Context: an optimization exercise on an open-source flow, tuned for small area and a short achievable clock period. The choices shown serve that exercise and are no tape-out recipe.
At most, simulation tests tie the RTL to the original design; equivalence was not proved.
Function not checked in run 1: the RTL went through the layout flow alone.
No activity file was given, so power comes from the tool's default toggle rates.

==> flow/design.v <==
module tlb_sv32_plru #(
  parameter int unsigned TLB_ENTRIES = 16,
  parameter int unsigned ASID_WIDTH  = 9
) (
  input  logic                  clk_i,
  input  logic                  rst_i,
  input  logic                  flush_i,
  input  logic [ASID_WIDTH-1:0] asid_to_be_flushed_i,
  input  logic [31:0]           vaddr_to_be_flushed_i,
  input  logic                  update_valid_i,
  input  logic                  update_is_4M_i,
  input  logic                  update_global_i,
  input  logic [19:0]           update_vpn_i,
  input  logic [ASID_WIDTH-1:0] update_asid_i,
  input  logic [31:0]           update_content_i,
  input  logic                  lu_access_i,
  input  logic [ASID_WIDTH-1:0] lu_asid_i,
  input  logic [31:0]           lu_vaddr_i,
  output logic                  lu_hit_o,
  output logic                  lu_is_4M_o,
  output logic [31:0]           lu_content_o,
  output logic [31:0]           hit_count_o,
  output logic [31:0]           miss_count_o,
  output logic                  full_o
);
  localparam int unsigned N     = TLB_ENTRIES;
  localparam int unsigned IDX_W = (N > 1) ? $clog2(N) : 1;
  localparam int unsigned NODES = N - 1;
  function automatic logic [N-1:0] lowest_oh(input logic [N-1:0] v);
    logic [N-1:0] r;
    logic         seen;
    seen = 1'b0;
    for (int i = 0; i < int'(N); i++) begin
      r[i] = v[i] & ~seen;
      seen = seen | v[i];
    end
    lowest_oh = r;
  endfunction
  function automatic logic [N-1:0] plru_victim_oh(input logic [NODES-1:0] tree);
    logic [N-1:0] r;
    int unsigned  node;
    logic         on;
    for (int e = 0; e < int'(N); e++) begin
      node = 32'd0;
      on   = 1'b1;
      for (int l = 0; l < int'(IDX_W); l++) begin
        if (e[IDX_W-1-l]) begin
          on   = on & tree[node];
          node = 32'd2 * node + 32'd2;
        end else begin
          on   = on & ~tree[node];
          node = 32'd2 * node + 32'd1;
        end
      end
      r[e] = on;
    end
    plru_victim_oh = r;
  endfunction
  function automatic logic [NODES-1:0] plru_touch_oh(input logic [NODES-1:0] tree,
                                                     input logic [N-1:0]     oh);
    logic [NODES-1:0] t;
    int unsigned      lo, span;
    logic             l_any, r_any;
    t = tree;
    for (int n = 0; n < int'(NODES); n++) begin
      int unsigned lvl, first;
      lvl = 0;
      first = 0;
      for (int l = 0; l < int'(IDX_W); l++) begin
        if (n + 1 >= (1 << (l + 1))) begin
          lvl = l + 1;
        end
      end
      first = (1 << lvl) - 1;
      span  = N >> lvl;
      lo    = (n - first) * span;
      l_any = 1'b0;
      r_any = 1'b0;
      for (int e = 0; e < int'(N); e++) begin
        if (e >= lo && e < lo + span / 2) l_any = l_any | oh[e];
        if (e >= lo + span / 2 && e < lo + span) r_any = r_any | oh[e];
      end
      if (l_any | r_any) t[n] = l_any;
    end
    plru_touch_oh = t;
  endfunction
  logic [N-1:0]          valid_r;
  logic [N-1:0]          is_4m_r;
  logic [N-1:0]          global_r;
  logic [19:0]           vpn_r     [N];
  logic [ASID_WIDTH-1:0] asid_r    [N];
  logic [31:0]           content_r [N];
  logic [NODES-1:0]      plru_r;
  logic [31:0]           hit_count_r;
  logic [31:0]           miss_count_r;
  logic                  full_r;
  localparam int unsigned GS = 4;
  localparam int unsigned NG = N / GS;
  logic [N-1:0]  lu_match_s;
  logic [N-1:0]  lu_lsel_s;
  logic [NG-1:0] lu_gsel_s;
  logic [NG-1:0] lu_ngrp_s;
  logic [N-1:0]  lu_win_s;
  logic          lu_hit_s;
  logic [32:0]   grp_out_s [NG];
  logic [32:0]   lu_out_s;
  for (genvar i = 0; i < int'(N); i++) begin : g_match
    tlb_lu_match #(.ASID_WIDTH(ASID_WIDTH)) u_match (
      .access_i(lu_access_i),
      .valid_i (valid_r[i]),
      .is_4m_i (is_4m_r[i]),
      .global_i(global_r[i]),
      .vpn_i   (vpn_r[i]),
      .asid_i  (asid_r[i]),
      .vpn_q_i (lu_vaddr_i[31:12]),
      .asid_q_i(lu_asid_i),
      .hit_o   (lu_match_s[i])
    );
  end
  tlb_lu_prio u_prio (
    .match_i (lu_match_s),
    .lsel_o  (lu_lsel_s),
    .gsel_o  (lu_gsel_s),
    .ngrp_o  (lu_ngrp_s),
    .win_o   (lu_win_s),
    .hit_o   (lu_hit_s)
  );
  for (genvar g = 0; g < int'(NG); g++) begin : g_gmux
    tlb_lu_mux4 u_gmux (
      .sel_i (lu_lsel_s[g*GS +: GS]),
      .d0_i  ({is_4m_r[g*GS+0], content_r[g*GS+0]}),
      .d1_i  ({is_4m_r[g*GS+1], content_r[g*GS+1]}),
      .d2_i  ({is_4m_r[g*GS+2], content_r[g*GS+2]}),
      .d3_i  ({is_4m_r[g*GS+3], content_r[g*GS+3]}),
      .y_o   (grp_out_s[g])
    );
  end
  tlb_lu_pmux4 u_omux (
    .nhit_i(lu_ngrp_s),
    .d0_i  (grp_out_s[0]),
    .d1_i  (grp_out_s[1]),
    .d2_i  (grp_out_s[2]),
    .d3_i  (grp_out_s[3]),
    .y_o   (lu_out_s)
  );
  logic [31:0] lu_content_s;
  logic        lu_is_4m_s;
  assign lu_content_s = lu_out_s[31:0];
  assign lu_is_4m_s   = lu_out_s[32];
  logic                  upd_en_s;
  logic [9:0]            cmp_hi_s;
  logic [9:0]            cmp_lo_s;
  logic [ASID_WIDTH-1:0] cmp_asid_s;
  logic                  fl_asid0_s;
  logic                  fl_addr0_s;
  logic [N-1:0]          c_addr_s;
  logic [N-1:0]          c_asid_s;
  logic [N-1:0]          dup_s;
  logic [N-1:0]          flush_hit_s;
  logic [N-1:0]          slot_s;
  logic [N-1:0]          valid_next_s;
  logic [NODES-1:0]      plru_next_s;
  assign upd_en_s   = update_valid_i & ~flush_i;
  assign cmp_hi_s   = flush_i ? vaddr_to_be_flushed_i[31:22] : update_vpn_i[19:10];
  assign cmp_lo_s   = flush_i ? vaddr_to_be_flushed_i[21:12] : update_vpn_i[9:0];
  assign cmp_asid_s = flush_i ? asid_to_be_flushed_i : update_asid_i;
  assign fl_asid0_s = (asid_to_be_flushed_i == '0);
  assign fl_addr0_s = (vaddr_to_be_flushed_i == 32'd0);
  always_comb begin
    for (int i = 0; i < int'(N); i++) begin
      c_addr_s[i]    = (vpn_r[i][19:10] == cmp_hi_s) &&
                       (is_4m_r[i] || (vpn_r[i][9:0] == cmp_lo_s));
      c_asid_s[i]    = (asid_r[i] == cmp_asid_s);
      dup_s[i]       = valid_r[i] && (is_4m_r[i] == update_is_4M_i) && c_asid_s[i] &&
                       c_addr_s[i];
      flush_hit_s[i] = (fl_addr0_s || c_addr_s[i]) &&
                       (fl_asid0_s || (!global_r[i] && c_asid_s[i]));
    end
  end
  logic [N-1:0] fallback_s;
  always_comb begin
    if (&valid_r) begin
      fallback_s = plru_victim_oh(plru_r);
    end else begin
      fallback_s = lowest_oh(~valid_r);
    end
    if (|dup_s) begin
      slot_s = lowest_oh(dup_s);
    end else begin
      slot_s = fallback_s;
    end
  end
  always_comb begin
    if (flush_i) begin
      valid_next_s = valid_r & ~flush_hit_s;
    end else if (update_valid_i) begin
      valid_next_s = valid_r | slot_s;
    end else begin
      valid_next_s = valid_r;
    end
    plru_next_s = plru_touch_oh(plru_touch_oh(plru_r, lu_win_s),
                                slot_s & {N{upd_en_s}});
  end
  always_ff @(posedge clk_i or posedge rst_i) begin
    if (rst_i) begin
      valid_r      <= '0;
      plru_r       <= '0;
      hit_count_r  <= 32'd0;
      miss_count_r <= 32'd0;
      full_r       <= 1'b0;
    end else begin
      valid_r <= valid_next_s;
      plru_r  <= plru_next_s;
      full_r  <= &valid_next_s;
      if (lu_hit_s && (hit_count_r != 32'hFFFF_FFFF)) begin
        hit_count_r <= hit_count_r + 32'd1;
      end
      if (lu_access_i && !lu_hit_s && (miss_count_r != 32'hFFFF_FFFF)) begin
        miss_count_r <= miss_count_r + 32'd1;
      end
    end
  end
  always_ff @(posedge clk_i) begin
    for (int i = 0; i < int'(N); i++) begin
      if (upd_en_s && slot_s[i]) begin
        is_4m_r[i]   <= update_is_4M_i;
        global_r[i]  <= update_global_i;
        vpn_r[i]     <= update_vpn_i;
        asid_r[i]    <= update_asid_i;
        content_r[i] <= update_content_i;
      end
    end
  end
  assign lu_hit_o     = lu_hit_s;
  assign lu_is_4M_o   = lu_is_4m_s;
  assign lu_content_o = lu_content_s;
  assign hit_count_o  = hit_count_r;
  assign miss_count_o = miss_count_r;
  assign full_o       = full_r;
endmodule
module tlb_lu_match #(
  parameter int unsigned ASID_WIDTH = 9
) (
  input  logic                  access_i,
  input  logic                  valid_i,
  input  logic                  is_4m_i,
  input  logic                  global_i,
  input  logic [19:0]           vpn_i,
  input  logic [ASID_WIDTH-1:0] asid_i,
  input  logic [19:0]           vpn_q_i,
  input  logic [ASID_WIDTH-1:0] asid_q_i,
  output logic                  hit_o
);
  assign hit_o = access_i && valid_i && (vpn_i[19:10] == vpn_q_i[19:10]) &&
                 (is_4m_i || (vpn_i[9:0] == vpn_q_i[9:0])) &&
                 (global_i || (asid_i == asid_q_i));
endmodule
module tlb_lu_prio (
  input  logic [15:0] match_i,
  output logic [15:0] lsel_o,
  output logic [3:0]  gsel_o,
  output logic [3:0]  ngrp_o,
  output logic [15:0] win_o,
  output logic        hit_o
);
  logic [3:0] grp;
  always_comb begin
    for (int g = 0; g < 4; g++) begin
      lsel_o[4*g+0] = match_i[4*g+0];
      lsel_o[4*g+1] = match_i[4*g+1] & ~match_i[4*g+0];
      lsel_o[4*g+2] = match_i[4*g+2] & ~match_i[4*g+1] & ~match_i[4*g+0];
      lsel_o[4*g+3] = match_i[4*g+3] & ~match_i[4*g+2] & ~match_i[4*g+1] & ~match_i[4*g+0];
      grp[g]        = |match_i[4*g +: 4];
      ngrp_o[g]     = ~grp[g];
    end
    gsel_o[0] = grp[0];
    gsel_o[1] = grp[1] & ~grp[0];
    gsel_o[2] = grp[2] & ~grp[1] & ~grp[0];
    gsel_o[3] = grp[3] & ~grp[2] & ~grp[1] & ~grp[0];
    for (int i = 0; i < 16; i++) begin
      win_o[i] = lsel_o[i] & gsel_o[i / 4];
    end
    hit_o = |grp;
  end
endmodule
module tlb_lu_mux4 (
  input  logic [3:0]  sel_i,
  input  logic [32:0] d0_i,
  input  logic [32:0] d1_i,
  input  logic [32:0] d2_i,
  input  logic [32:0] d3_i,
  output logic [32:0] y_o
);
  assign y_o = (d0_i & {33{sel_i[0]}}) | (d1_i & {33{sel_i[1]}}) |
               (d2_i & {33{sel_i[2]}}) | (d3_i & {33{sel_i[3]}});
endmodule
module tlb_lu_pmux4 (
  input  logic [3:0]  nhit_i,
  input  logic [32:0] d0_i,
  input  logic [32:0] d1_i,
  input  logic [32:0] d2_i,
  input  logic [32:0] d3_i,
  output logic [32:0] y_o
);
  logic [32:0] lo, hi;
  assign lo  = d0_i | (d1_i & {33{nhit_i[0]}});
  assign hi  = d2_i | (d3_i & {33{nhit_i[2]}});
  assign y_o = lo | (hi & {33{nhit_i[0] & nhit_i[1]}});
endmodule
==> flow/flow/run.sh <==
#!/bin/bash
# Standard ORFS layout with four changes: port buffers are plain buf_2 cells,
# the resizer may swap cells across footprints, clock tree synthesis uses
# larger sink clusters of clkbuf_8 without dummy loads, and the lookup ports
# are kept together on one edge (flow/io.tcl). Each tool's output goes to a
# log file here.
set -euo pipefail
bash standard.sh \
  "BUFFER_PORTS_ARGS=-buffer_cell sky130_fd_sc_hd__buf_2" \
  MATCH_CELL_FOOTPRINT=0 \
  "CTS_ARGS=-sink_clustering_enable -repair_clock_nets -dont_use_dummy_load -sink_clustering_size 14 -sink_clustering_max_diameter 50 -sink_clustering_buffer sky130_fd_sc_hd__clkbuf_8" \
  "PRE_IO_PLACEMENT_TCL=$PWD/flow/io.tcl" \
  finish > make_finish.log 2>&1
cp -r orfs/logs/sky130hd/tlb_sv32_plru/base orfs_logs 2>/dev/null || true
==> flow/flow/io.tcl <==
# Keep the combinational lookup's ports (its inputs and its outputs) together
# on the bottom edge so that the lookup path does not cross the die.
set lu_pins {}
foreach p [get_ports {lu_vaddr_i[*] lu_asid_i[*] lu_access_i lu_content_o[*] lu_is_4M_o lu_hit_o}] {
  lappend lu_pins [get_full_name $p]
}
set_io_pin_constraint -pin_names $lu_pins -region bottom:*
==> flow/standard.sh <==
#!/bin/bash
# synth_recipe.tcl (not shown) runs the flow's synth.tcl, then flattens the netlist and writes it again
# the make line also repeats each setting of config.mk as NAME=value (left out here)
make -C /OpenROAD-flow-scripts/flow DESIGN_CONFIG=/design/flow/config.mk WORK_HOME=/design/flow/orfs CLKGATE_MAP_FILE= SYNTH_SCRIPT=/design/flow/synth_recipe.tcl "${@:-finish}"
==> flow/config.mk <==
export PLATFORM = sky130hd
export DESIGN_NAME = tlb_sv32_plru
export DESIGN_NICKNAME = tlb_sv32_plru
export VERILOG_FILES = /design/flow/design.v
export SDC_FILE = /design/flow/constraint.sdc
export NUM_CORES = 4
export LEC_CHECK = 0
export CAP_MARGIN = 20
export CORE_MARGIN = 2
export CORE_UTILIZATION = 40
export GPL_TIMING_DRIVEN = 0
export SETUP_SLACK_MARGIN = 2.0
export SLEW_MARGIN = 20
export SYNTH_HIERARCHICAL = 1
==> flow/constraint.sdc <==
create_clock -name core_clock -period 8.5 [get_ports {clk_i}]
set_input_delay 1.7000 -clock core_clock [delete_from_list [all_inputs] [get_ports {clk_i}]]
set_output_delay 1.7000 -clock core_clock [all_outputs]
set_load 0.01 [all_outputs]
==> results of run 1 <==
worst paths after layout:
path,from,end,cells past startpoint
min in group asynchronous,rst_i,miss_count_r[22],2
max in group asynchronous,rst_i,valid_r[14],3
setup reg to reg,valid_r[3],content_r[7][16],12
hold / removal,hit_count_r[18],hit_count_r[18],1
hold reg to reg,hit_count_r[18],hit_count_r[18],1
setup / recovery,lu_asid_i[7],lu_content_o[24],13
per-layer routing:
layer  vias up  global-route usage  wire [um]
met5         -                   0         32
li1      14600                   -          -
met3       344              0.0463      12000
met2      1343               0.400      80100
met1     16600               0.321      68800
met4         4               0.127       9520
final cells by class:
cell class | instances | area, um^2 | share of cell area
Inverter | 31 | 134 | 0.00221
Timing Repair Buffer | 305 | 2530 | 0.0417
Sequential cell | 1104 | 32700 | 0.540
Clock buffer | 132 | 2010 | 0.0332
Tap cell | 1755 | 2200 | 0.0363
Buffer | 124 | 1440 | 0.0237
Multi-Input combinational cell | 2394 | 19600 | 0.323
sequential cells by signal, summed over array words and instances (netlist names):
signal        flops
global_r         16
vpn_r           320
full_r            1
content_r       512
is_4m_r          16
miss_count_r     32
asid_r          144
plru_r           15
hit_count_r      32
valid_r          16
power groups by stage:
| stage | Clock, mW | Combinational (mW) | Sequential (mW) |
|---|---|---|---|
| floorplan | 0 | 0.720 | 6.43 |
| global placement | 0 | 1.22 | 6.50 |
| detailed placement | 0 | 1.28 | 6.48 |
| CTS | 3.47 | 1.31 | 6.36 |
| global route | 3.65 | 1.41 | 6.38 |
| finish | 3.39 | 1.33 | 6.37 |
stage by stage:
step           setup WS, ns  area, um^2  utilization  power [mW]
2_1_floorplan          1.35       52900            -        7.15
3_3_place_gp          -2.58       56300        0.429        7.71
3_5_place_dp          0.664       57300        0.437        7.76
4_1_cts                1.95       60300        0.460        11.1
5_1_grt                2.00       60600        0.461        11.4
6_report               2.00       60600        0.461        11.1
what timing repair did:
action / CTS / global route
resized for setup: 197 / 41
endpoints found under the setup margin: 75 / 31
pin swaps: 21 / 18
buffers inserted: 18 / 2
hold endpoints to repair: 0 / 0
==> results by group, run 1 <==
Detailed routing
  • Vias/cell: 5.63
  • Drt total wl: 170000 um
  • Antenna Nets Post-Route: 0
  • DR WL/cell: 29.2 um
  • Initial DRC count: 3349
  • DRC: 0
  • Via count: 32900
  • Drt pass-1 iters: 5

Die
  • CORE AREA: 131000 um^2
  • Die W: 368 um
  • Io pins: 249
  • # rows: 133
  • Die ar.: 135000 um^2
  • Die Height: 368 um
  • Initial Util: 0.403

GRT
  • Grt ovf: 0
  • Via count of the first global-routing pass: 32700
  • First-pass GRT wire length: 240000 um
  • Initial antenna violation count: 11
  • Overall global routing resource usage: 0.249
  • Largest net degree at the start of global routing: 62

Finish
  • Most common cell after layout, fill and taps aside: edfxtp_1
  • Fraction of final layout cells sized beyond drive strength 1: 0.216
  • Filler cells: 11600
  • Count of non-filler cells in the finished layout: 5845
  • Nets: 4244
  • Commonest cells after routing, fill and taps aside: edfxtp_1 (1008), xnor2_1 (635), xor2_1 (370)
  • Area growth, synth to finish: 14.5%
  • Number of antenna diodes: 0

Power
  • VDD IR-drop max: 237 uV
  • Sequential share of power: 0.575
  • Clock power share: 0.306
  • Comb pwr share: 0.120
  • Cell-internal power: 8.21 mW
  • Lkg Pwr: 19.9 nW
  • P_sw: 2.87 mW
  • PD cells: 183 nW/um^2
  • Switching share of power: 0.259

Logic synthesis
  • Post-Syn Nets: 3805
  • Synth Instances: 3653
  • Synth warn: 15
  • Mapped cell area: 52900 um^2
  • Post-Syn Area per Cell: 14.5 um^2

Timing
  • Tmin final: 6.50 ns
  • Setup TNS: 0 ns
  • Max-slew headroom: 0.184
  • Final setup fails: 0
  • RSZ-0062 raised after global routing: no
  • Max frequency: 0.154 GHz
  • Final hold slack: 0.485 ns
  • Slew Limit Fails: 0
  • Post-Route Skew: 0.0690 ns
  • Fin. Hold Viols: 0
  • Actual slew at the worst max-slew pin: 1.21 ns
  • Final period util: 0.764

Setup path
  • Critical Path End Type: output pin
  • Worst Path Buf+Inv: 4
  • Worst EP required: 6.80 ns
  • Critical path's largest stage delay: 0.49 ns
  • Worst-path fanout max: 16
  • Worst path slowest cell: nor4_4
  • CP delay by family, top: simple AND/OR/NAND/NOR gates
  • Worst reg-to-reg setup slack: 3.54 ns
  • Crit path cell chain: buf_8 > xor2_1 > nor4_1 > a41oi_1 > nor4_4 > nor4b_4 > buf_6 > buf_6 > a22oi_2 > nand2_1 > a21oi_1 > o21ai_4 > buf_2
  • Critical Setup Path Class: input port to output pin
  • Worst path most repeated cell: buf_6
  • CP startpoint kind: input port
  • CP Data Arrival Time: 4.80 ns

Status
  • Status: complete, no violations

CTS
  • Clk sinks: 1104
  • H-Tree Level Count: 4
  • Clock Tree Buf Depth: 3
  • CTS tree: done
  • Hold Buf Count CTS: 0
  • Worst-Skew Late Latency: 0.75 ns
  • Worst-path clk slew: 0.09 ns
  • Clk root buf: clkbuf_16
  • CTS buffer count: 132

Placed design
  • IO Port Bufs: 235
  • Cells after DPL: 5693
  • GP Congestion: 0.973
  • HPWL after DPL: 117000 um

Hold path
  • Hold/Removal Path Class: flop to flop

Job
  • Max-cap violations: 0
==> inputs of run 2 (changes only) <==
--- a/flow/design.v
+++ b/flow/design.v
@@ -95,5 +95,5 @@
   logic [31:0]           miss_count_r;
   logic                  full_r;
-  localparam int unsigned GS = 4;
+  localparam int unsigned GS = 8;
   localparam int unsigned NG = N / GS;
   logic [N-1:0]  lu_match_s;
@@ -107,5 +107,4 @@
   for (genvar i = 0; i < int'(N); i++) begin : g_match
     tlb_lu_match #(.ASID_WIDTH(ASID_WIDTH)) u_match (
-      .access_i(lu_access_i),
       .valid_i (valid_r[i]),
       .is_4m_i (is_4m_r[i]),
@@ -119,4 +118,5 @@
   end
   tlb_lu_prio u_prio (
+    .access_i(lu_access_i),
     .match_i (lu_match_s),
     .lsel_o  (lu_lsel_s),
@@ -127,21 +127,15 @@
   );
   for (genvar g = 0; g < int'(NG); g++) begin : g_gmux
-    tlb_lu_mux4 u_gmux (
+    logic [GS*33-1:0] grp_in_s;
+    for (genvar k = 0; k < int'(GS); k++) begin : g_in
+      assign grp_in_s[k*33 +: 33] = {is_4m_r[g*GS+k], content_r[g*GS+k]};
+    end
+    tlb_lu_mux8 u_gmux (
       .sel_i (lu_lsel_s[g*GS +: GS]),
-      .d0_i  ({is_4m_r[g*GS+0], content_r[g*GS+0]}),
-      .d1_i  ({is_4m_r[g*GS+1], content_r[g*GS+1]}),
-      .d2_i  ({is_4m_r[g*GS+2], content_r[g*GS+2]}),
-      .d3_i  ({is_4m_r[g*GS+3], content_r[g*GS+3]}),
+      .d_i   (grp_in_s),
       .y_o   (grp_out_s[g])
     );
   end
-  tlb_lu_pmux4 u_omux (
-    .nhit_i(lu_ngrp_s),
-    .d0_i  (grp_out_s[0]),
-    .d1_i  (grp_out_s[1]),
-    .d2_i  (grp_out_s[2]),
-    .d3_i  (grp_out_s[3]),
-    .y_o   (lu_out_s)
-  );
+  assign lu_out_s = grp_out_s[0] | (grp_out_s[1] & {33{lu_ngrp_s[0]}});
   logic [31:0] lu_content_s;
   logic        lu_is_4m_s;
@@ -242,5 +236,4 @@
   parameter int unsigned ASID_WIDTH = 9
 ) (
-  input  logic                  access_i,
   input  logic                  valid_i,
   input  logic                  is_4m_i,
@@ -252,58 +245,47 @@
   output logic                  hit_o
 );
-  assign hit_o = access_i && valid_i && (vpn_i[19:10] == vpn_q_i[19:10]) &&
+  assign hit_o = valid_i && (vpn_i[19:10] == vpn_q_i[19:10]) &&
                  (is_4m_i || (vpn_i[9:0] == vpn_q_i[9:0])) &&
                  (global_i || (asid_i == asid_q_i));
 endmodule
 module tlb_lu_prio (
+  input  logic        access_i,
   input  logic [15:0] match_i,
   output logic [15:0] lsel_o,
-  output logic [3:0]  gsel_o,
-  output logic [3:0]  ngrp_o,
+  output logic [1:0]  gsel_o,
+  output logic [1:0]  ngrp_o,
   output logic [15:0] win_o,
   output logic        hit_o
 );
-  logic [3:0] grp;
+  logic [1:0] grp;
   always_comb begin
-    for (int g = 0; g < 4; g++) begin
-      lsel_o[4*g+0] = match_i[4*g+0];
-      lsel_o[4*g+1] = match_i[4*g+1] & ~match_i[4*g+0];
-      lsel_o[4*g+2] = match_i[4*g+2] & ~match_i[4*g+1] & ~match_i[4*g+0];
-      lsel_o[4*g+3] = match_i[4*g+3] & ~match_i[4*g+2] & ~match_i[4*g+1] & ~match_i[4*g+0];
-      grp[g]        = |match_i[4*g +: 4];
-      ngrp_o[g]     = ~grp[g];
-    end
-    gsel_o[0] = grp[0];
-    gsel_o[1] = grp[1] & ~grp[0];
-    gsel_o[2] = grp[2] & ~grp[1] & ~grp[0];
-    gsel_o[3] = grp[3] & ~grp[2] & ~grp[1] & ~grp[0];
+    for (int g = 0; g < 2; g++) begin
+      logic seen;
+      seen = 1'b0;
+      for (int k = 0; k < 8; k++) begin
+        lsel_o[8*g+k] = access_i & match_i[8*g+k] & ~seen;
+        seen          = seen | match_i[8*g+k];
+      end
+      grp[g]    = seen;
+      ngrp_o[g] = ~seen;
+    end
+    gsel_o[0] = access_i & grp[0];
+    gsel_o[1] = access_i & grp[1] & ~grp[0];
     for (int i = 0; i < 16; i++) begin
-      win_o[i] = lsel_o[i] & gsel_o[i / 4];
+      win_o[i] = lsel_o[i] & gsel_o[i / 8];
     end
-    hit_o = |grp;
+    hit_o = access_i & (|grp);
   end
 endmodule
-module tlb_lu_mux4 (
-  input  logic [3:0]  sel_i,
-  input  logic [32:0] d0_i,
-  input  logic [32:0] d1_i,
-  input  logic [32:0] d2_i,
-  input  logic [32:0] d3_i,
-  output logic [32:0] y_o
+module tlb_lu_mux8 (
+  input  logic [7:0]      sel_i,
+  input  logic [8*33-1:0] d_i,
+  output logic [32:0]     y_o
 );
-  assign y_o = (d0_i & {33{sel_i[0]}}) | (d1_i & {33{sel_i[1]}}) |
-               (d2_i & {33{sel_i[2]}}) | (d3_i & {33{sel_i[3]}});
-endmodule
-module tlb_lu_pmux4 (
-  input  logic [3:0]  nhit_i,
-  input  logic [32:0] d0_i,
-  input  logic [32:0] d1_i,
-  input  logic [32:0] d2_i,
-  input  logic [32:0] d3_i,
-  output logic [32:0] y_o
-);
-  logic [32:0] lo, hi;
-  assign lo  = d0_i | (d1_i & {33{nhit_i[0]}});
-  assign hi  = d2_i | (d3_i & {33{nhit_i[2]}});
-  assign y_o = lo | (hi & {33{nhit_i[0] & nhit_i[1]}});
+  always_comb begin
+    y_o = '0;
+    for (int k = 0; k < 8; k++) begin
+      y_o = y_o | (d_i[k*33 +: 33] & {33{sel_i[k]}});
+    end
+  end
 endmodule
==> run 2 against run 1 <==
  * Still clean on timing, DRC and antenna
  * Wire length shrank 2.5%
  * Via count shrank 0.78%
  * Clock-buffer cell count shrank 15
  * Critical path type unchanged
  * Largest cell class unchanged
  * Largest power group unchanged
==> results by group, run 2 <==
Die
  • Die W: 363 um
  • Die ar.: 132000 um^2
  • Die Height: 363 um
  • # rows: 131
  • Io pins: 249
  • CORE AREA: 128000 um^2
  • Initial Util: 0.404

Finish
  • Top reg by flops: content_r
  • Filler cells: 11200
  • Commonest cells after routing, fill and taps aside: edfxtp_1 (1008), xnor2_1 (618), xor2_1 (383)
  • Area growth, synth to finish: 14.5%
  • Nets: 4161
  • Most common cell after layout, fill and taps aside: edfxtp_1
  • Largest register FFs: 512
  • Top Registers: content_r x512, vpn_r x320, asid_r x144
  • Fraction of final layout cells sized beyond drive strength 1: 0.186
  • Finished Cell Area: 59100 um^2

GRT
  • Largest net degree at the start of global routing: 58
  • Grt ovf: 0
  • Overall global routing resource usage: 0.249
  • Via count of the first global-routing pass: 32300
  • First-pass GRT wire length: 235000 um
  • Initial antenna violation count: 18

Timing
  • Max-slew headroom: 0.250
  • Max frequency: 0.153 GHz
  • Tmin final: 6.55 ns
  • Slew Limit Fails: 0
  • RSZ-0062 raised after global routing: yes
  • Final period util: 0.771
  • Setup TNS: 0 ns
  • Post-Route Skew: 0.105 ns
  • Final setup fails: 0
  • Fin. Hold Viols: 0
  • Actual slew at the worst max-slew pin: 1.11 ns

Logic synthesis
  • Post-Syn Area per Cell: 14.4 um^2
  • Mapped cell area: 51700 um^2
  • Synth Instances: 3579
  • Post-Syn Nets: 3731
  • Synth warn: 16

CTS
  • Worst-path clk slew: 0.08 ns
  • Hold Buf Count CTS: 0
  • Worst-Skew Late Latency: 0.73 ns
  • CTS tree: done
  • Clk sinks: 1104
  • H-Tree Level Count: 3
  • Clock Tree Buf Depth: 3
  • Clk root buf: clkbuf_16
  • CTS buffer count: 117

Setup path
  • CP Data Arrival Time: 4.85 ns
  • Worst Path Buf+Inv: 6
  • Critical Setup Path Class: input port to output pin
  • Worst-path fanout max: 16
  • CP delay by family, top: simple AND/OR/NAND/NOR gates
  • Critical Path End Type: output pin
  • CP startpoint kind: input port
  • Critical path's largest stage delay: 0.44 ns
  • Crit path cell chain: buf_12 > xor2_1 > nor4_2 > a41oi_2 > nor4_4 > buf_4 > buf_6 > and3b_2 > buf_12 > buf_12 > a22oi_2 > nand4_1 > a21o_1 > buf_2
  • Worst path most repeated cell: buf_12
  • Worst path slowest cell: nor4_2
  • Worst EP required: 6.80 ns

Job
  • Max-cap violations: 0

Detailed routing
  • Drt total wl: 166000 um
  • Vias/cell: 5.75
  • Drt pass-1 iters: 5
  • DR WL/cell: 29.3 um
  • Initial DRC count: 3634
  • DRC: 0
  • Via count: 32600
  • Antenna Nets Post-Route: 0

Placed design
  • GP Congestion: 0.965
  • Post-DP Area: 56200 um^2
  • HPWL after DPL: 117000 um
  • IO Port Bufs: 235

Power
  • Lkg Pwr: 19.1 nW
  • PD cells: 182 nW/um^2
  • Total power: 10.8 mW
  • VDD IR-drop max: 164 uV

Status
  • Status: complete, no violations

Hold path
  • Hold/Removal Path Class: flop to flop
## run 2: cell type report
| type | count | area [um^2] | area share |
|---|---|---|---|
| Antenna cell | 10 | 25.0 | 0.000423 |
| Buffer | 112 | 1090 | 0.0184 |
| Clock buffer | 117 | 1710 | 0.0289 |
| Inverter | 38 | 153 | 0.00258 |
| Multi-Input combinational cell | 2325 | 18800 | 0.318 |
| Sequential cell | 1104 | 32700 | 0.552 |
| Tap cell | 1662 | 2080 | 0.0352 |
| Timing Repair Buffer | 311 | 2590 | 0.0438 |
## run 2: through the flow
| step | setup WS (ns) | hold WS, ns | std cells | utilization |
|---|---|---|---|---|
| floorplan | 1.81 | 0.519 | 3579 | - |
| global placement | -1.99 | 0.475 | 5476 | 0.431 |
| detailed placement | 0.417 | 0.488 | 5532 | 0.440 |
| CTS | 2.00 | 0.498 | 5662 | 0.460 |
| global route | 1.95 | 0.516 | 5674 | 0.462 |
| finish | 1.95 | 0.497 | 5679 | 0.463 |
## run 2: per-layer routing
layer  up-vias  GRT usage  part of all wire
met4         8      0.118             0.055
met5         -          0           0.00025
met3       326     0.0445             0.073
met2      1368      0.406              0.47
li1      14500          -                 -
met1     16500      0.323              0.41
## run 2: path summary, 6_finish.rpt
path	from	endpoint	slack, ns	cells after the start
max	lu_vaddr_i[12]	lu_content_o[27]	1.95	14
min	miss_count_r[19]	miss_count_r[19]	0.50	1
max reg2reg	vpn_r[9][0]	hit_count_r[27]	3.30	16
min reg2reg	miss_count_r[19]	miss_count_r[19]	0.50	1
max in group asynchronous	rst_i	valid_r[11]	6.77	3
min in group asynchronous	rst_i	miss_count_r[21]	1.00	2
## run 2: repair_timing
item | 4_1_cts | 5_1_grt
setup buffers | 13 | 6
cloned | 0 | 1
setup endpoints to repair | 68 | 74
resized for setup | 161 | 52
pin swaps | 24 | 32
## run 2: power by group
| group | switching [mW] | internal [mW] | leakage, nW | total, mW |
|---|---|---|---|---|
| combinational | 0.856 | 0.491 | 7.90 | 1.35 |
| sequential | 0.178 | 6.17 | 10.3 | 6.35 |
| clock | 1.77 | 1.32 | 0.887 | 3.09 |
==> inputs of run 3 (changes only) <==
--- a/flow/flow/run.sh
+++ b/flow/flow/run.sh
@@ -9,5 +9,5 @@
   "BUFFER_PORTS_ARGS=-buffer_cell sky130_fd_sc_hd__buf_2" \
   MATCH_CELL_FOOTPRINT=0 \
-  "CTS_ARGS=-sink_clustering_enable -repair_clock_nets -dont_use_dummy_load -sink_clustering_size 14 -sink_clustering_max_diameter 50 -sink_clustering_buffer sky130_fd_sc_hd__clkbuf_8" \
+  "CTS_ARGS=-sink_clustering_enable -repair_clock_nets -dont_use_dummy_load -sink_clustering_size 17 -sink_clustering_max_diameter 50 -sink_clustering_buffer sky130_fd_sc_hd__clkbuf_8" \
   "PRE_IO_PLACEMENT_TCL=$PWD/flow/io.tcl" \
   finish > make_finish.log 2>&1
==> run 3 against run 2 <==
  * Critical path type is now input port to flop
  * Synthesized area unchanged
  * Largest power group unchanged
  * Core utilization about the same
  * Power down 0.55%
  * Final cell count down 0.18%
  * Global-route usage about the same
  * Clock power down 2%
==> results by group, run 3 <==
Status
  • Status: complete, no violations

Die
  • Die W: 363 um
  • # rows: 131
  • Die ar.: 132000 um^2
  • Io pins: 249
  • Die Height: 363 um
  • CORE AREA: 128000 um^2
  • Initial Util: 0.404

Setup path
  • CP delay by family, top: simple AND/OR/NAND/NOR gates
  • CP Data Arrival Time: 6.96 ns
  • FF-to-FF path depth: 17
  • CP startpoint kind: input port
  • Worst-path fanout max: 41
  • Worst path slowest cell: nor4b_1
  • Critical path's largest stage delay: 1.17 ns
  • Worst Path Buf+Inv: 5
  • Critical Setup Path Class: input port to flop
  • Critical Path End Type: flop
  • Worst EP required: 8.89 ns
  • Critical path depth: 13
  • Crit path cell chain: buf_6 > mux2i_4 > buf_2 > xnor2_1 > nor4_1 > nand4_1 > nor4b_1 > nor4_2 > and3_1 > clkbuf_1 > o211ai_1 > inv_4 > buf_16

CTS
  • CTS buffer count: 112
  • CTS tree: done
  • Clk root buf: clkbuf_16
  • Worst-path clk slew: 0.08 ns
  • Worst-Skew Late Latency: 0.73 ns
  • Clock Tree Buf Depth: 3
  • Clk sinks: 1104
  • H-Tree Level Count: 3

Detailed routing
  • Via count: 32800
  • Antenna Nets Post-Route: 0
  • Drt pass-1 iters: 9
  • DRC: 0
  • Initial DRC count: 3741
  • Vias/cell: 5.79
  • Drt total wl: 166000 um
  • DR WL/cell: 29.3 um

Finish
  • FF+latch area: 32700 um^2
  • Area growth, synth to finish: 14.4%
  • Largest register FFs: 512
  • Commonest cells after routing, fill and taps aside: edfxtp_1 (1008), xnor2_1 (618), xor2_1 (381)
  • Filler cells: 11200
  • Final core utilization: 0.462
  • Fraction of final layout cells sized beyond drive strength 1: 0.186
  • Area of the multi-input gates: 18900 um^2
  • Count of non-filler cells in the finished layout: 5669
  • Nets: 4155
  • Top reg by flops: content_r
  • Most common cell after layout, fill and taps aside: edfxtp_1
  • Finished Cell Area: 59100 um^2
  • Top Registers: content_r x512, vpn_r x320, asid_r x144

Hold path
  • Hold-critical path depth: 1
  • Hold/Removal Path Class: flop to flop

Job
  • Max-cap violations: 0

Placed design
  • Post-DP Area: 56200 um^2
  • HPWL after DPL: 117000 um
  • IO Port Bufs: 235
  • GP Congestion: 0.965
  • Cells after DPL: 5532

GRT
  • M3 GR Usage: 0.0453
  • Grt ovf: 0
  • GRT met1 Usage: 0.321
  • Gr busiest metal: met2
  • Overall global routing resource usage: 0.249
  • Routing usage on met2: 0.405
  • Largest net degree at the start of global routing: 58
  • Initial antenna violation count: 17
  • Via count of the first global-routing pass: 32300
  • First-pass GRT wire length: 235000 um

Power
  • Lkg Pwr: 19.1 nW
  • Total power: 10.7 mW
  • VDD IR-drop max: 159 uV
  • PD cells: 182 nW/um^2

Timing
  • Setup TNS: 0 ns
  • Max frequency: 0.152 GHz
  • Tmin final: 6.56 ns
  • Final period util: 0.772
  • Slew Limit Fails: 0
  • Final setup fails: 0
  • Fin. Hold Viols: 0
  • RSZ-0062 raised after global routing: no
  • Post-Route Skew: 0.104 ns
  • Max-slew headroom: 0.169
  • Actual slew at the worst max-slew pin: 1.23 ns

Logic synthesis
  • Post-Syn Area per Cell: 14.4 um^2
  • Mapped cell area: 51700 um^2
  • Post-Syn Nets: 3731
  • Synth warn: 16
  • Synth Instances: 3579
[run 3: what timing repair did]
| item | in CTS | in global routing |
|---|---|---|
| hold buffers | 0 | 0 |
| pin swaps | 24 | 28 |
| setup buffers | 13 | 5 |
| endpoints found under the setup margin | 69 | 80 |
| hold endpoints to repair | 0 | 0 |
| gates resized for setup | 161 | 59 |
| gates cloned | 0 | 1 |
[run 3: final cells by class]
cell class,instances,area share
Buffer,112,0.0184
Clock buffer,112,0.0278
Inverter,38,0.00258
Multi-Input combinational cell,2325,0.319
Timing Repair Buffer,310,0.0438
Tap cell,1662,0.0352
Sequential cell,1104,0.553
Antenna cell,6,0.000254
[run 3: where the power goes]
group	internal [mW]	switching (mW)	total (mW)	leakage [nW]
sequential	6.17	0.180	6.35	10.3
combinational	0.491	0.856	1.35	7.90
clock	1.27	1.76	3.03	0.852
[run 3: per-layer routing]
layer,up-vias,part of all wire,wire length (um)
li1,14500,-,-
met1,16600,0.40,67100
met2,1405,0.47,78200
met3,323,0.075,12500
met4,10,0.050,8370
met5,-,0.00032,53
[run 3: worst register-to-register path, stage by stage, from the launching register on]
cell and delay (ns):
edfxtp_1 0.44, xor2_1 0.25, nor4_4 0.10, a41oi_4 0.40, nor4_4 0.09, buf_4 0.18, buf_6 0.13, or4_4 0.53
o41a_1 0.63, inv_1 0.22, nand2_1 0.09, a31oi_1 0.57, nand2b_1 0.21, or2_2 0.31, clkbuf_1 0.19, nor4_1 0.34
nand4_1 0.18, xnor2_1 0.15
[run 3: per-stage QoR]
step / hold WS (ns) / setup slack, ns
after floorplan: 0.519 / 1.81
after detailed placement: 0.488 / 0.417
after CTS: 0.498 / 2.00
final: 0.499 / 1.94
after global placement: 0.475 / -1.99
after global routing: 0.516 / 2.00
[run 3: path summary, 6_finish.rpt]
path | start | end | slack, ns
setup reg to reg | vpn_r[9][0] | miss_count_r[30] | 3.32
max in group asynchronous | rst_i | valid_r[11] | 6.76
hold / removal | miss_count_r[19] | miss_count_r[19] | 0.50
setup / recovery | flush_i | content_r[12][24] | 1.94
min in group asynchronous | rst_i | miss_count_r[21] | 1.00
hold reg to reg | miss_count_r[19] | miss_count_r[19] | 0.50

## port drivers added, routing unchanged
The results above use ideal ports. As a check the final layouts listed here were re-extracted and re-timed, cells and wires unchanged.
Step 1 sets driving cells, clkbuf_16 on the clock port and buf_2 on the other inputs (assumed; they add their load-dependent delay and slew).
Step 2 also shifts input and output timing later by t, the mid clock arrival at the registers, as if the neighbouring blocks saw the same clock.
a / b / c = ideal / step 1 / step 2; a / b = the first two.
| run | t, ns | slack for setup (ns) | worst data-port slew with drivers (ns) |
|---|---|---|---|
| run 1 | 0.788 | 2.004 / 1.824 / 1.258 | 0.24 |
| run 2 | 0.750 | 1.949 / 1.857 / 1.282 | 0.17 |
| run 3 | 0.749 | 1.938 / 1.842 / 1.148 | 0.18 |
After both steps every run listed still meets setup and hold. The setup slack of run 3, which loses most, moves by -0.096 ns with the drivers and by -0.790 ns with both steps.
